This is an optimization exercise on Yosys and OpenROAD, whose aim is small area, a short achievable clock period and few clock cycles per item, not a production implementation.
Only simulation tests tie the RTL to the original design; equivalence was not proved.
No activity file was given, so power comes from the tool's default toggle rates.

==> trial 57: inputs <==
==> flow/design.v (excerpt) <==
module iexecute
#(
  parameter int          WORD    = 64,
  parameter logic [10:0] MUL_OPC = 11'b10011011000
) (
  input  logic            clk,
  input  logic            rst,
  input  logic            flush_in,
  input  logic [WORD-1:0] cur_pc_in,
  input  logic [WORD-1:0] read_data1_in,
  input  logic [WORD-1:0] read_data2_in,
  input  logic [WORD-1:0] sign_extend_imm_in,
  input  logic [5:0]      shamt_in,
  input  logic [10:0]     opcode_in,
  input  logic [1:0]      alu_op_in,
  input  logic            alu_src_in,
  input  logic            branch_in,
  input  logic            uncondbranch_in,
  input  logic            mem_read_in,
  input  logic            mem_write_in,
  input  logic            mem_to_reg_in,
  input  logic            reg_write_in,
  input  logic [4:0]      write_register_in,
  output logic            stall,
  output logic            zero,
  output logic            branch,
  output logic            uncondbranch,
  output logic            mem_read,
  output logic            mem_write,
  output logic            mem_to_reg,
  output logic            reg_write,
  output logic [WORD-1:0] mem_address,
  output logic [WORD-1:0] mem_write_data,
  output logic [WORD-1:0] branch_target,
  output logic [WORD-1:0] cur_pc,
  output logic [10:0]     opcode,
  output logic [4:0]      write_register
);
export LEC_CHECK = 0
export ABC_AREA = 1
export CAP_MARGIN = 20
export CORE_MARGIN = 2
export CORE_UTILIZATION = 40
export SETUP_SLACK_MARGIN = 5
export SLEW_MARGIN = 20
create_clock -name core_clock -period 11.0 [get_ports {clk}]
run.sh (not shown) runs the stock make flow with config.mk's settings and CLKGATE_MAP_FILE= SYNTH_SCRIPT=/design/flow/synth_recipe.tcl, a recipe that flattens the netlist after the stock synthesis.
==> inputs of build 61, as changes to trial 57 <==
--- a/flow/design.v
+++ b/flow/design.v
@@ -1054,29 +1054,28 @@
   endfunction
   assign skip_a = lead_skip(read_data1_in);
   assign skip_b = lead_skip(b_in);
   assign swap   = skip_b > skip_a;
   assign skip_d = swap ? skip_b : skip_a;
-  assign mul_go = mul_in && (skip_d != (CW+1)'(STEPS));
-  logic [K-1:0] dig;
-  logic         lo;
-  always_comb begin
-    dig = '0;
-    lo  = 1'b0;
-    for (int i = 0; i < STEPS; i++) begin
-      if (dig_q == CW'(i)) begin
-        dig = a_q[WORD-1-K*i -: K];
-        lo  = (i == STEPS - 1) ? 1'b0 : a_q[WORD-1-K*i-K];
-      end
-    end
-  end
+  assign mul_go = mul_in && (read_data1_in != '0) && (b_in != '0);
+  function automatic logic [K:0] digit_of(input logic [WORD-1:0] x, input logic [CW-1:0] i);
+    logic [WORD:0] xl;
+    xl = {x, 1'b0};
+    digit_of = '0;
+    for (int j = 0; j < STEPS; j++)
+      if (i == CW'(j)) digit_of = xl[WORD-K*j -: K+1];
+  endfunction
+  logic [K:0] dreg_q;
+  logic [K:0] dreg_d;
+  assign dreg_d = stall_q ? digit_of(a_q, dig_q + 1'b1)
+                          : digit_of(swap ? b_in : read_data1_in, skip_d[CW-1:0]);
   seq_multiplier #(.WORD(WORD), .K(K)) u_mul (
     .acc_s    (res_q),
     .acc_c    (car_q),
     .m        (m_q),
-    .dig      (dig),
-    .lo       (lo),
+    .dig      (dreg_q[K:1]),
+    .lo       (dreg_q[0]),
     .sum_s    (mul_s),
     .sum_c    (mul_c)
   );
   assign last = (dig_q == CW'(STEPS - 1));
   assign fin  = !flush_in && (stall_q ? last : !mul_go);
@@ -1100,10 +1099,11 @@
       wr_q  <= write_register_in;
       ctl_q <= {branch_in, uncondbranch_in, mem_read_in,
                 mem_write_in, mem_to_reg_in, reg_write_in};
     end
     dig_q <= stall_q ? dig_q + 1'b1 : skip_d[CW-1:0];
+    dreg_q <= dreg_d;
     res_q <= stall_q ? mul_s : alu_res;
     car_q <= stall_q ? mul_c : car_res;
     cin_q <= !stall_q && f_sub;
   end
   assign stall          = stall_q;
==> flow/flow/run.sh (new file) <==
#!/bin/bash
set -euo pipefail
bash standard.sh "BUFFER_PORTS_ARGS=-buffer_cell sky130_fd_sc_hd__buf_1" SETUP_SLACK_MARGIN=6 finish > standard_flow.log 2>&1
==> flow/standard.sh (new file) <==
#!/bin/bash
# synth_recipe.tcl (not shown) runs the flow's synth.tcl, then flattens the netlist and writes it again
# the make line also repeats each setting of config.mk as NAME=value (left out here)
make -C /OpenROAD-flow-scripts/flow DESIGN_CONFIG=/design/flow/config.mk WORK_HOME=/design/flow/orfs CLKGATE_MAP_FILE= SYNTH_SCRIPT=/design/flow/synth_recipe.tcl "${@:-finish}"
CORE_UTILIZATION = 55   (was 40)
SETUP_SLACK_MARGIN = unset   (was 5)
removed: flow/run.sh
==> inputs of trial 37, as changes to trial 57 <==
--- a/flow/design.v
+++ b/flow/design.v
@@ -1054,29 +1054,28 @@
   endfunction
   assign skip_a = lead_skip(read_data1_in);
   assign skip_b = lead_skip(b_in);
   assign swap   = skip_b > skip_a;
   assign skip_d = swap ? skip_b : skip_a;
-  assign mul_go = mul_in && (skip_d != (CW+1)'(STEPS));
-  logic [K-1:0] dig;
-  logic         lo;
-  always_comb begin
-    dig = '0;
-    lo  = 1'b0;
-    for (int i = 0; i < STEPS; i++) begin
-      if (dig_q == CW'(i)) begin
-        dig = a_q[WORD-1-K*i -: K];
-        lo  = (i == STEPS - 1) ? 1'b0 : a_q[WORD-1-K*i-K];
-      end
-    end
-  end
+  assign mul_go = mul_in && (read_data1_in != '0) && (b_in != '0);
+  function automatic logic [K:0] digit_of(input logic [WORD-1:0] x, input logic [CW-1:0] i);
+    logic [WORD:0] xl;
+    xl = {x, 1'b0};
+    digit_of = '0;
+    for (int j = 0; j < STEPS; j++)
+      if (i == CW'(j)) digit_of = xl[WORD-K*j -: K+1];
+  endfunction
+  logic [K:0] dreg_q;
+  logic [K:0] dreg_d;
+  assign dreg_d = stall_q ? digit_of(a_q, dig_q + 1'b1)
+                          : digit_of(swap ? b_in : read_data1_in, skip_d[CW-1:0]);
   seq_multiplier #(.WORD(WORD), .K(K)) u_mul (
     .acc_s    (res_q),
     .acc_c    (car_q),
     .m        (m_q),
-    .dig      (dig),
-    .lo       (lo),
+    .dig      (dreg_q[K:1]),
+    .lo       (dreg_q[0]),
     .sum_s    (mul_s),
     .sum_c    (mul_c)
   );
   assign last = (dig_q == CW'(STEPS - 1));
   assign fin  = !flush_in && (stall_q ? last : !mul_go);
@@ -1100,10 +1099,11 @@
       wr_q  <= write_register_in;
       ctl_q <= {branch_in, uncondbranch_in, mem_read_in,
                 mem_write_in, mem_to_reg_in, reg_write_in};
     end
     dig_q <= stall_q ? dig_q + 1'b1 : skip_d[CW-1:0];
+    dreg_q <= dreg_d;
     res_q <= stall_q ? mul_s : alu_res;
     car_q <= stall_q ? mul_c : car_res;
     cin_q <= !stall_q && f_sub;
   end
   assign stall          = stall_q;
==> flow/flow/run.sh (new file) <==
#!/bin/bash
set -euo pipefail
bash standard.sh "BUFFER_PORTS_ARGS=-buffer_cell sky130_fd_sc_hd__buf_1" SETUP_SLACK_MARGIN=6 finish > standard_flow.log 2>&1
==> flow/standard.sh (new file) <==
#!/bin/bash
# synth_recipe.tcl (not shown) runs the flow's synth.tcl, then flattens the netlist and writes it again
# the make line also repeats each setting of config.mk as NAME=value (left out here)
make -C /OpenROAD-flow-scripts/flow DESIGN_CONFIG=/design/flow/config.mk WORK_HOME=/design/flow/orfs CLKGATE_MAP_FILE= SYNTH_SCRIPT=/design/flow/synth_recipe.tcl "${@:-finish}"
CORE_UTILIZATION = 45   (was 40)
SETUP_SLACK_MARGIN = unset   (was 5)
removed: flow/run.sh
==> run notes <==
top post-synthesis cells by count=sky130_fd_sc_hd__nand2_1, sky130_fd_sc_hd__inv_1, sky130_fd_sc_hd__xor2_1; synthesized netlist net count=7820; CP top delay family=compound AO/OA/AOI/OAI gates; Post-Syn Area per Cell=around 8 sq um; total standard cell area after synthesis=53900 sq um; number of synthesized register bits=just under 500; non-clk buf share=0.0854; detailed-routed wire length on met3=40500 um; Max Fclk=between 0.15 and 0.2 GHz; Global Route met2 Usage=0.734; Design Area, Final=around 65000 sq um; GRT met3 Usage=0.168; power share of the clock group=0.135; outcome=no timing/DRC/antenna violations; final core occ=0.551; count of vias placed by the detailed router=57685; Non-Filler Instances=9052
The numbers above come from trial 37.

==> run notes <==
Global Route met2 Usage=0.808; total standard cell area after synthesis=53900 sq um; final core occ=0.672; power share of the clock group=0.137; Non-Filler Instances=8752; synthesized netlist net count=7820; non-clk buf share=0.0883; Post-Syn Area per Cell=~7.8 sq um; GRT met3 Usage=0.319; Max Fclk=about 0.18 GHz; CP top delay family=simple AND/OR/NAND/NOR gates; number of synthesized register bits=slightly below 500; outcome=no timing/DRC/antenna violations
The numbers above come from build 61.

==> run notes <==
top post-synthesis cells by count=sky130_fd_sc_hd__nand2_1, sky130_fd_sc_hd__inv_1, sky130_fd_sc_hd__xor2_1; number of synthesized register bits=473; total standard cell area after synthesis=52600 sq um; CP top delay family=simple AND/OR/NAND/NOR gates; Non-Filler Instances=8894; count of vias placed by the detailed router=between 50000 and 60000; power share of the clock group=0.179; detailed-routed wire length on met3=37200 um; outcome=no timing/DRC/antenna violations; Max Fclk=0.166 GHz; final core occ=0.490
The numbers above come from trial 57.

Testbench counts of trial 57, summed over its fixed seeds: cycles 16,375, items 12,000.
Testbench counts of build 61, summed over its fixed seeds: cycles 16,375, items 12,000.
Testbench counts of trial 37, summed over its fixed seeds: cycles 16,375, items 12,000.

==> static timing again, ports no longer ideal <==
Ports are ideal in the flow. The routed layouts listed here were re-timed in OpenROAD.
Step 1 sets driving cells, clkbuf_16 on the clock port and buf_2 on the other inputs (assumed; they add their load-dependent delay and slew).
Step 2, shift: input delay + t, output delay - t, t = (earliest + latest rising clock arrival at the registers) / 2. This alone moves slack from input paths to output paths.
a / b / c = no drivers / after step 1 / after step 2; a / b = the first two.
| run | t (ns) | setup WS [ns] | worst setup path after step 2 | latest minus earliest clock arrival (ns) |
|---|---|---|---|---|
| trial 57 | 0.771 | 4.985 / 4.913 / 4.267 | input to register | 0.093 / 0.093 |
| build 61 | 0.772 | 5.445 / 5.362 / 4.695 | input to register | 0.038 / 0.038 |
| trial 37 | 0.780 | 5.603 / 5.514 / 4.999 | input to register | 0.081 / 0.081 |
After both steps every run listed still meets setup and hold. For build 61, which loses most, drivers alone change the setup slack by -0.083 ns; drivers and shift together by -0.750 ns.
